Context: an optimization exercise on an open-source flow, tuned for small area, a short achievable clock period and few clock cycles per item. The choices shown serve that exercise and are no tape-out recipe.
The RTL was checked by simulation tests, not by an equivalence proof against the original design.
Power and IR drop assume default switching activity.

==> design/flow/design.v <==
package lfps_pkg;
  localparam int NUM_SENSORS = 16;
  localparam int SAMPLE_BITS = 12;
  localparam int THRESH_W    = 12;
  localparam int SUM_W       = 7;
  localparam int CNT_W       = 5;
  localparam int SUM_MAX     = 127;
  localparam int COUNT_MAX   = 31;
  localparam int POS_W       = 13;
  localparam int MIDDLE_Q8   = 1920;
  localparam int POS_MAX     = (NUM_SENSORS - 1) * 256;
  localparam int POS_NONE    = -256;
  localparam int DVD_W       = 21;
  localparam int DVS_W       = 32;
  localparam int INTEG_W     = 48;
  localparam int ACC_W       = 88;
  localparam int MUL_W       = 33;
  localparam int CORR_W      = 22;
  localparam int CORR_LIMIT  = 1048576;
  localparam int PWM_W       = 16;
  typedef enum logic [2:0] {
    REG_KP     = 3'd0,
    REG_KI     = 3'd1,
    REG_KD     = 3'd2,
    REG_CRUISE = 3'd3,
    REG_THRESH = 3'd4
  } reg_idx_t;
  typedef struct packed {
    logic signed [31:0]   kp;
    logic signed [31:0]   ki;
    logic signed [31:0]   kd;
    logic [PWM_W-1:0]     cruise;
    logic [THRESH_W-1:0]  thresh;
  } cfg_t;
  typedef struct packed {
    logic [SUM_W-1:0] index_sum;
    logic [CNT_W-1:0] hit_count;
    logic [31:0]      time_ms;
  } scan_t;
  typedef struct packed {
    logic signed [POS_W-1:0] position_q8;
    logic [PWM_W-1:0]        right_pwm;
    logic                    right_reverse;
    logic [PWM_W-1:0]        left_pwm;
    logic                    left_reverse;
  } result_t;
endpackage
module line_follow_pid_steering_core (
  input  logic        clk,
  input  logic        rst_n,
  input  logic        in_tvalid,
  output logic        in_tready,
  input  logic [47:0] in_tdata,    
  input  logic        in_tlast,    
  output logic        out_tvalid,
  input  logic        out_tready,
  output logic [47:0] out_tdata,
  input  logic        cfg_valid,
  output logic        cfg_ready,
  input  logic [2:0]  cfg_index,
  input  logic [31:0] cfg_data
);
  logic signed [31:0] kp_r, ki_r, kd_r;
  logic [15:0]        cruise_r;
  logic [11:0]        thresh_r;
  assign cfg_ready = 1'b1;
  always_ff @(posedge clk) begin
    if (!rst_n) begin
      kp_r     <= 32'sd131072000;
      ki_r     <= '0;
      kd_r     <= '0;
      cruise_r <= 16'd40000;
      thresh_r <= 12'd1000;
    end else if (cfg_valid) begin
      case (cfg_index)
        3'd0: kp_r     <= cfg_data;
        3'd1: ki_r     <= cfg_data;
        3'd2: kd_r     <= cfg_data;
        3'd3: cruise_r <= cfg_data[15:0];
        3'd4: thresh_r <= cfg_data[11:0];
        default: ;
      endcase
    end
  end
  localparam logic [2:0] AB_IDLE = 3'd0, AB_PDIV = 3'd1, AB_ERR = 3'd2,
                         AB_DDIV = 3'd3, AB_DONE = 3'd4;
  localparam logic [1:0] C_IDLE = 2'd0, C_RUN = 2'd1, C_RES = 2'd2;
  logic [2:0]  ab_st;
  logic [3:0]  ab_cnt;
  logic [1:0]  c_st;
  logic [3:0]  c_cnt;
  logic        c_ovl;
  logic        d_full;
  logic        out_valid_r;
  logic        ab_idle_next, handoff, xfer;
  logic        in_rdy_r;
  logic        v_r, last_r, hit_r;
  logic [3:0]  idx_r;
  logic [31:0] ts_r;
  logic [6:0]  sum_r;
  logic [4:0]  cnt_r;
  logic [6:0]  sum_fin;
  logic [4:0]  cnt_fin;
  logic [7:0]  sum_add;
  logic        hold, v_next, last_next;
  assign in_tready = in_rdy_r;
  always_comb begin
    sum_add = {1'b0, sum_r} + {4'd0, idx_r};
    sum_fin = sum_r;
    cnt_fin = cnt_r;
    if (hit_r) begin
      sum_fin = sum_add[7] ? 7'd127 : sum_add[6:0];
      cnt_fin = (cnt_r == 5'd31) ? 5'd31 : cnt_r + 5'd1;
    end
  end
  assign handoff   = v_r && last_r && (ab_st == AB_IDLE);
  assign hold      = v_r && last_r && (ab_st != AB_IDLE);
  assign v_next    = in_rdy_r ? in_tvalid : hold;
  assign last_next = in_rdy_r ? in_tlast : last_r;
  always_ff @(posedge clk) begin
    if (in_rdy_r) begin
      last_r <= in_tlast;
      hit_r  <= in_tdata[11:0] > thresh_r;
      idx_r  <= in_tdata[15:12];
      ts_r   <= in_tdata[47:16];
    end
  end
  always_ff @(posedge clk) begin
    if (!rst_n) begin
      in_rdy_r <= 1'b0;
      v_r      <= 1'b0;
      sum_r    <= '0;
      cnt_r    <= '0;
    end else begin
      v_r      <= v_next;
      in_rdy_r <= !(v_next && last_next && !ab_idle_next);
      if (v_r && !hold) begin
        if (last_r) begin
          sum_r <= '0;
          cnt_r <= '0;
        end else begin
          sum_r <= sum_fin;
          cnt_r <= cnt_fin;
        end
      end
    end
  end
  logic [31:0]        dt_r, prev_ts_r;
  logic signed [12:0] prev_err_r;
  logic [21:0]        rem_r;        
  logic [21:0]        q_r;          
  logic [4:0]         pdvs_r;       
  logic               pzero_r;      
  logic               dsgn_r;       
  logic [13:0]        mreg_r;       
  logic               mprev_r;
  logic signed [35:0] accp_r;       
  logic [2:0]         mcnt_r;
  logic [5:0] pr [0:4];
  logic [11:0] pq [0:4];
  always_comb begin
    pr[0] = {1'b0, rem_r[4:0]};
    pq[0] = q_r[11:0];
    for (int i = 0; i < 4; i++) begin
      logic [5:0] r2;
      r2 = {pr[i][4:0], pq[i][11]};
      if (r2 >= {1'b0, pdvs_r}) begin
        pr[i+1] = r2 - {1'b0, pdvs_r};
        pq[i+1] = {pq[i][10:0], 1'b1};
      end else begin
        pr[i+1] = r2;
        pq[i+1] = {pq[i][10:0], 1'b0};
      end
    end
  end
  logic signed [12:0] pos_v, err_v;
  logic signed [13:0] diff_v;
  logic [12:0]        dmag_v;
  always_comb begin
    pos_v  = pzero_r ? -13'sd256 : $signed({1'b0, q_r[11:0]});
    err_v  = pos_v - 13'sd1920;
    diff_v = {err_v[12], err_v} - {prev_err_r[12], prev_err_r};
    dmag_v = diff_v[13] ? 13'(-diff_v) : diff_v[12:0];
  end
  logic        dt_big, dt_zero;
  logic [21:0] dr [0:2];
  logic [21:0] dq [0:2];
  assign dt_big  = |dt_r[31:22];
  assign dt_zero = (dt_r == 32'd0);
  always_comb begin
    dr[0] = rem_r;
    dq[0] = q_r;
    for (int i = 0; i < 2; i++) begin
      logic [21:0] r2;
      r2 = {dr[i][20:0], dq[i][21]};
      if (!dt_big && r2 >= dt_r[21:0]) begin
        dr[i+1] = r2 - dt_r[21:0];
        dq[i+1] = {dq[i][20:0], 1'b1};
      end else begin
        dr[i+1] = r2;
        dq[i+1] = {dq[i][20:0], 1'b0};
      end
    end
  end
  logic [2:0]         mb;
  logic signed [35:0] mpp, msum;
  always_comb begin
    mb = {mreg_r[1:0], mprev_r};
    case (mb)
      3'b001, 3'b010: mpp = $signed({4'd0, dt_r});
      3'b011:         mpp = $signed({3'd0, dt_r, 1'b0});
      3'b100:         mpp = -$signed({3'd0, dt_r, 1'b0});
      3'b101, 3'b110: mpp = -$signed({4'd0, dt_r});
      default:        mpp = '0;
    endcase
    msum = accp_r + mpp;
  end
  logic ab_final;
  assign ab_final = (ab_st == AB_DONE) || (ab_st == AB_DDIV && ab_cnt == 4'd10);
  always_ff @(posedge clk) begin
    if (!rst_n) begin
      ab_st      <= AB_IDLE;
      ab_cnt     <= '0;
      prev_ts_r  <= '0;
      prev_err_r <= '0;
    end else begin
      case (ab_st)
        AB_IDLE: begin
          if (handoff) begin
            prev_ts_r <= ts_r;
            dt_r      <= ts_r - prev_ts_r;
            rem_r     <= {19'd0, sum_fin[6:4]};
            q_r       <= {10'd0, sum_fin[3:0], 8'd0};
            pdvs_r    <= cnt_fin;
            pzero_r   <= (cnt_fin == 5'd0);
            ab_cnt    <= '0;
            ab_st     <= AB_PDIV;
          end
        end
        AB_PDIV: begin
          rem_r  <= {16'd0, pr[4]};
          q_r    <= {10'd0, pq[4]};
          ab_cnt <= ab_cnt + 4'd1;
          if (ab_cnt == 4'd2) ab_st <= AB_ERR;
        end
        AB_ERR: begin
          prev_err_r <= err_v;
          dsgn_r     <= diff_v[13];
          rem_r      <= '0;
          q_r        <= {1'b0, dmag_v, 8'd0};
          mreg_r     <= {err_v[12], err_v};
          mprev_r    <= 1'b0;
          accp_r     <= '0;
          mcnt_r     <= '0;
          ab_cnt     <= '0;
          ab_st      <= AB_DDIV;
        end
        AB_DDIV: begin
          rem_r  <= dr[2];
          q_r    <= dq[2];
          ab_cnt <= ab_cnt + 4'd1;
          if (mcnt_r != 3'd7) begin
            accp_r  <= msum >>> 2;
            mreg_r  <= {msum[1:0], mreg_r[13:2]};
            mprev_r <= mreg_r[1];
            mcnt_r  <= mcnt_r + 3'd1;
          end
          if (ab_cnt == 4'd10) ab_st <= xfer ? AB_IDLE : AB_DONE;
        end
        AB_DONE: begin
          if (xfer) ab_st <= AB_IDLE;
        end
        default: ab_st <= AB_IDLE;
      endcase
    end
  end
  logic signed [47:0] integ_r;
  logic signed [12:0] e_r;
  logic [21:0]        dd_r;         
  logic               ds_r;         
  logic signed [57:0] acc_r;
  logic               sticky_r;
  logic [2:0]         bp_r, bd_r, bi_r;    
  logic d_can_write, d_free_next, c_take, c_last, out_load;
  assign out_load    = d_full && !out_valid_r;
  assign d_can_write = !d_full || out_load;
  assign d_free_next = !d_full || out_load;
  assign c_last      = (c_st == C_RUN) && (c_cnt == 4'd15);
  assign c_take      = (c_st == C_IDLE) || (c_st == C_RES && d_can_write) ||
                       (c_last && d_free_next);
  assign xfer        = ab_final && c_take;
  assign ab_idle_next = ((ab_st == AB_IDLE) && !handoff) || xfer;
  logic signed [47:0] prod_v;
  logic signed [48:0] isum_v;
  logic signed [47:0] integ_v;
  always_comb begin
    prod_v = {accp_r[33:0], mreg_r};
    isum_v = {integ_r[47], integ_r} + {prod_v[47], prod_v};
    if (isum_v[48] != isum_v[47])
      integ_v = isum_v[48] ? {1'b1, 47'd0} : {1'b0, {47{1'b1}}};
    else
      integ_v = isum_v[47:0];
  end
  function automatic logic [2:0] booth_dig(input logic [2:0] b);
    booth_dig = {b[2], b[1] ^ b[0], (b[2] & ~b[1] & ~b[0]) | (~b[2] & b[1] & b[0])};
  endfunction
  logic [3:0]  bidx;
  logic [32:0] kp_x, kd_x, ki_x;
  logic [2:0]  tp, td, ti;
  always_comb begin
    bidx = xfer ? 4'd0 : c_cnt + 4'd1;
    kp_x = {kp_r, 1'b0};
    kd_x = {kd_r, 1'b0};
    ki_x = {ki_r, 1'b0};
    tp = kp_x[{bidx, 1'b0} +: 3];
    td = kd_x[{bidx, 1'b0} +: 3];
    ti = ki_x[{bidx, 1'b0} +: 3];
  end
  logic signed [57:0] mE, mD, mI, rE, rD, rI, acc_in, csum;
  logic               nD;
  always_comb begin
    mE = bp_r[1] ? 58'(e_r) : bp_r[0] ? (58'(e_r) <<< 1) : 58'sd0;
    mD = bd_r[1] ? $signed({36'd0, dd_r}) : bd_r[0] ? $signed({35'd0, dd_r, 1'b0}) : 58'sd0;
    mI = bi_r[1] ? 58'(integ_r) : bi_r[0] ? (58'(integ_r) <<< 1) : 58'sd0;
    nD = bd_r[2] ^ ds_r;
    rE = (bp_r[2] ? ~mE : mE) <<< 8;
    rD = nD ? ~mD : mD;
    rI = (bi_r[2] ? ~mI : mI) <<< 8;
    acc_in = (c_cnt == 4'd0) ? 58'sd0 : acc_r;
    csum = acc_in + rE + rD + rI + 58'(nD) + (58'(bp_r[2]) <<< 8) + (58'(bi_r[2]) <<< 8);
  end
  always_ff @(posedge clk) begin
    if (!rst_n) begin
      c_st    <= C_IDLE;
      c_cnt   <= '0;
      c_ovl   <= 1'b0;
      integ_r <= '0;
    end else begin
      c_ovl <= 1'b0;
      if (c_st == C_RUN) begin
        acc_r    <= csum >>> 2;
        sticky_r <= ((c_cnt == 4'd0) ? 1'b0 : sticky_r) | (|csum[1:0]);
        c_cnt    <= c_cnt + 4'd1;
        bp_r     <= booth_dig(tp);
        bd_r     <= booth_dig(td);
        bi_r     <= booth_dig(ti);
        if (c_last) begin
          if (d_free_next) begin
            c_ovl <= 1'b1;
            c_st  <= C_IDLE;
          end else begin
            c_st  <= C_RES;
          end
        end
      end else if (c_st == C_RES && d_can_write) begin
        c_st <= C_IDLE;
      end
      if (xfer) begin
        e_r     <= prev_err_r;
        dd_r    <= dt_zero ? 22'd0 : ((ab_st == AB_DONE) ? q_r : dq[2]);
        ds_r    <= dsgn_r;
        integ_r <= integ_v;
        c_cnt   <= '0;
        c_st    <= C_RUN;
        bp_r    <= booth_dig(tp);
        bd_r    <= booth_dig(td);
        bi_r    <= booth_dig(ti);
      end
    end
  end
  logic [20:0]        x_r;          
  logic               cpos_r;       
  logic signed [12:0] dpos_r;
  logic               d_cap, dpos_cap;
  logic [57:0]        nacc;
  logic [21:0]        nlow;
  logic [20:0]        x_v;
  logic               cpos_v;
  assign d_cap    = c_ovl || (c_st == C_RES && d_can_write);
  assign dpos_cap = (c_last && d_free_next) || (c_st == C_RES && d_can_write);
  always_comb begin
    nacc = ~acc_r;
    nlow = {1'b0, nacc[20:0]} + {21'd0, ~sticky_r};
    if (!acc_r[57]) begin
      cpos_v = |acc_r;
      x_v = (|acc_r[57:21] || (acc_r[20] && |acc_r[19:0])) ? 21'h100000 : acc_r[20:0];
    end else begin
      cpos_v = 1'b0;
      x_v = (|nacc[57:21] || nlow > 22'h100000) ? 21'h100000 : nlow[20:0];
    end
  end
  logic signed [21:0] v_v;
  logic [20:0]        w_v;
  logic               rev_v;
  logic [15:0]        pwm_v;
  logic [16:0]        slow_v, fast_v;
  always_comb begin
    v_v = $signed({6'd0, cruise_r}) - $signed({1'b0, x_r});
    w_v = x_r - {5'd0, cruise_r};
    rev_v = v_v[21];
    pwm_v = !rev_v ? v_v[15:0] : (|w_v[20:16] ? 16'hFFFF : w_v[15:0]);
    slow_v = {pwm_v, rev_v};
    fast_v = {cruise_r, 1'b0};
  end
  logic [46:0] out_r;
  assign out_tvalid = out_valid_r;
  assign out_tdata  = {1'b0, out_r};
  always_ff @(posedge clk) begin
    if (!rst_n) begin
      d_full      <= 1'b0;
      out_valid_r <= 1'b0;
    end else begin
      if (out_load) begin
        out_valid_r <= 1'b1;
        d_full      <= 1'b0;
      end else if (out_tready) begin
        out_valid_r <= 1'b0;
      end
      if (d_cap) begin
        d_full <= 1'b1;
      end
    end
  end
  always_ff @(posedge clk) begin
    if (dpos_cap) dpos_r <= e_r + 13'sd1920;
    if (d_cap) begin
      x_r    <= x_v;
      cpos_r <= cpos_v;
    end
    if (out_load) begin
      out_r[46:34] <= dpos_r;
      out_r[33:0]  <= cpos_r ? {slow_v, fast_v} : {fast_v, slow_v};
    end
  end
endmodule
==> design/flow/run.sh <==
#!/bin/bash
# synth_recipe.tcl (not shown) runs the flow's synth.tcl, then flattens the netlist and writes it again
# the make line also repeats each setting of config.mk as NAME=value (left out here)
make -C /OpenROAD-flow-scripts/flow DESIGN_CONFIG=/design/flow/config.mk WORK_HOME=/design/flow/orfs CLKGATE_MAP_FILE= SYNTH_SCRIPT=/design/flow/synth_recipe.tcl finish
==> design/flow/config.mk <==
export PLATFORM = sky130hd
export DESIGN_NAME = line_follow_pid_steering_core
export DESIGN_NICKNAME = line_follow_pid_steering_core
export VERILOG_FILES = /design/flow/design.v
export SDC_FILE = /design/flow/constraint.sdc
export NUM_CORES = 4
export LEC_CHECK = 0
export CAP_MARGIN = 20
export CORE_MARGIN = 2
export CORE_UTILIZATION = 40
export SLEW_MARGIN = 20
==> design/flow/constraint.sdc <==
create_clock -name core_clock -period 11.0 [get_ports {clk}]
set_input_delay 2.2000 -clock core_clock [delete_from_list [all_inputs] [get_ports {clk}]]
set_output_delay 2.2000 -clock core_clock [all_outputs]
set_load 0.01 [all_outputs]
==> flow_summary.ini <==
[clock_network]
cts_setup_buffers = 0
cts_resized = 0
cts_tree = done
cts_hold_buf = 0
max-clock-path-buffers = 3
clock-root-buffer = clkbuf_16
cts_inserted_buffers = 75
clk_latency_ns = 0.65
cts_num_sinks = 603
h-tree-depth = 3
cts.clk_slew.worst_paths_ns = 0.06

[logic_synthesis]
synthAdderAreaFrac_pct = 15.0
synth_compound_area_share_pct = 20.5
syn_area_per_cell_um2 = 8.69
synthTopCellsByArea = edfxtp_1 23%, dfxtp_1 11%, ha_1 10%
synth_top_area_share_pct = 23.0
synthSimpleGateAreaFrac_pct = 17.3
synth_cells = 5331
ys_async_sr_fraction_pct = 0
yosys-mux-area-fraction_pct = 1.83
synthDistinctLibCells = 99
ys_warn_count = 5
syn_area_um2 = 46300
syn-num-nets = 5907
yosys.area.top_type = edfxtp_1
synth_edf_count = 355
synthXorXnorAreaFrac_pct = 6.92
synth_top_family_by_area = compound AO/OA/AOI/OAI gates
seq_area_frac_synth_pct = 33.7
synth_ff_type = edfxtp_1
ys_ff_latch = 603

[global_route]
grt-busiest-layer = met2
grt_util_met1_pct = 29.1
grt_overflow = 0
antenna_found_initial = 1
met3_usage_pct = 2.39
grtUsageTotal_pct = 20.7
grtUsageMet2_pct = 33.6
grt_max_degree = 97
grt_pass1_wl_um = 199000
grt_pass1_vias = 36100

[sta]
finalHoldViolations = 0
timing.setup.tns_ns = 0
slew_headroom_pct = 31.9
fin_crit_sh_pct = 71.1
fin_hold_ws_ns = 0.425
fin_crit_ns = 7.82
tightest_slew_ns = 1.02
clock_skew_ns = 0.0320
finalSetupViolCount = 0
fmax_mhz = 128
maxSlewViolCount = 0
grt_setup_unrepaired = false

[outcome]
status = timing/DRC/antenna clean

[finish]
fin_cells = 6899
drive_gt1_share_pct = 4.86
antenna-diode-count = 0
final_area_um2 = 51400
syn_to_final_growth_pct = 10.9
n_fill_cell = 11100
layout.nets = 5904

[die]
fp.dieW_um = 344
dieArea_um2 = 119000
boundaryPins = 140
rows = 124
initial_utilization_pct = 40.4
coreArea_um2 = 115000
fp.dieH_um = 344

[worst_setup_path]
startpoint_type = register
worstPathRequired_ns = 11.39
cp_max_fo = 8
max_stage_delay_ns = 0.51
critPathSlowestCell = a2111o_1
critPathCaptureType = register
arrival_ns = 8.21
critical_path_class = reg2reg

[power_and_ir_drop]
p_comb_share_pct = 8.1
vdd_drop_max_uv = 119
p_sw_share_pct = 24.5
p_leak_nw = 20.2
switchingPower_mw = 1.30
p_per_area_nw_per_um2 = 103
clockPowerShare_pct = 46.0
internal_power_mw = 4.01
power_frac_seq_pct = 45.9

[route]
vias = 38100
detail-route-antenna-nets = 0
drt_iter0_drc = 3447
routed_via_density = 5.53
dr.pass1.iters = 6
wl_um = 124000
wire_per_inst_um = 18.0
drc_errors = 0

[placement]
hpwl_um = 93400
place_inst = 6763
dpl_cell_area_um2 = 49000
port_buffers = 137
gp_congestion = 0.903

[hold_path]
hold_class = reg2reg

[run]
max_cap_viol_count = 0
## per-stage QoR
| stage | setup WS [ns] | power, mW | utilization (%) |
|---|---|---|---|
| after floorplan | 2.38 | 2.77 | - |
| after global placement | 3.28 | 2.91 | 42.7 |
| after detailed placement | 3.18 | 2.91 | 42.7 |
| after CTS | 3.17 | 5.37 | 44.8 |
| after global routing | 2.36 | 5.51 | 44.8 |
| final | 3.18 | 5.31 | 44.8 |
## power by group through the flow
stage | clock network [mW] | logic [mW] | registers [mW]
after CTS | 2.51 | 0.430 | 2.44
after floorplan | 0 | 0.297 | 2.48
after global routing | 2.59 | 0.478 | 2.44
after detailed placement | 0 | 0.428 | 2.49
final | 2.45 | 0.431 | 2.44
after global placement | 0 | 0.424 | 2.48
## cell type report
cell class / instances / area (um2) / share of cell area [%]
clock buffer: 104 / 2050 / 3.98
tap: 1512 / 1890 / 3.68
multi-input combinational: 4160 / 28600 / 55.7
clock inverter: 32 / 333 / 0.648
sequential: 603 / 15600 / 30.4
inverter: 299 / 1130 / 2.19
timing repair buffer: 189 / 1760 / 3.43
## cells in the final DEF (no fill, tap or decap), types with 137 or more instances in the layout
| cell type | n |
|---|---|
| a21oi_1 | 477 |
| inv_1 | 294 |
| o21ai_0 | 250 |
| edfxtp_1 | 355 |
| nor2_1 | 309 |
| dfxtp_1 | 247 |
| nand2_1 | 859 |
| ha_1 | 374 |
| clkdlybuf4s50_1 | 137 |
| xnor2_1 | 246 |
| a21o_1 | 145 |
## layer usage
layer / share of wire, % / vias to the layer above / wire, um
li1: - / 19100 / -
met3: 5.1 / 167 / 6320
met5: 0 / - / 0
met4: 2.4 / 0 / 2990
met1: 47 / 17900 / 58400
met2: 45 / 1031 / 56400
## state kept, by name (all words and copies together), names as in the netlist, 34 cells and up
signal	cells
out_r	47
integ_r	48
acc_r	56
accp_r	34
## worst max-delay path, delay by kind of cell (launching register included)
kind                       cells  cell delay (ns)
DFF                            1             0.48
buffers and inverters          3             0.26
muxes                          2             0.72
and+or+nand+nor                8             1.32
adders and majority gates      5             1.51
AOI/OAI and AO/OA             14             3.28
## final timing paths
check / startpoint / to / slack (ns) / cells past startpoint
worst max-delay path: q_r[11] / dr[0][2] / 3.18 / 32
worst min-delay path: dpos_r[12] / out_r[46] / 0.42 / 0
worst max register to register: q_r[11] / dr[0][2] / 3.18 / 32
worst min register to register: dpos_r[12] / out_r[46] / 0.42 / 0
## Yosys cell counts, types with 48 or more instances
| cell | n |
|---|---|
| nand2_1 | 862 |
| a21oi_1 | 477 |
| ha_1 | 374 |
| edfxtp_1 | 355 |
| nor2_1 | 317 |
| inv_1 | 296 |
| o21ai_0 | 250 |
| dfxtp_1 | 248 |
| xnor2_1 | 246 |
| clkbuf_1 | 244 |
| a21o_1 | 145 |
| xor2_1 | 120 |
| fa_1 | 113 |
| nand3_1 | 94 |
| nor3_1 | 86 |
| nor2b_1 | 83 |
| and2_1 | 77 |
| a221o_1 | 65 |
| a211oi_1 | 54 |
| a22oi_1 | 53 |
| nand2b_1 | 48 |
## logic make-up (layout without fill, tap and decap cells)
group                    count (synthesis)  count (layout)
multiplexers                            79              79
AO/OA/AOI/OAI                         1458            1458
flip-flops                             603             603
adder cells (fa/ha/maj)                487             487
XOR/XNOR                               366             366
buffers and inverters                  568             624
other                                    2               2
AND/OR/NAND/NOR                       1768            1768
Testbench counts, summed over its fixed seeds: cycles 5,400, scans 320.

==> what the ideal ports hide <==
How much do the figures lean on ideal ports? The routed layout below was timed once more, with nothing changed but the port constraints. Step 1 sets driving cells, clkbuf_16 on the clock port and buf_2 on the other inputs (assumed; they add their load-dependent delay and slew). Step 2 adds t to the input delays and takes it off the output delays; t is the mean of the earliest and latest rising clock arrival at the registers after step 1. Input paths then give back, and output paths get back, about the clock's delay inside the block. a / b / c = ideal / step 1 / step 2; a / b = the first two.
t (ns): 0.712
slack for setup (ns): 3.183 / 3.183 / 3.183
slew at the worst register clock pin (ns): 0.07 / 0.07
worst data-port slew with drivers (ns): 0.05
After both steps this run still meets setup and hold. The setup slack of this run moves by 0.000 ns with the drivers and by 0.000 ns with both steps.
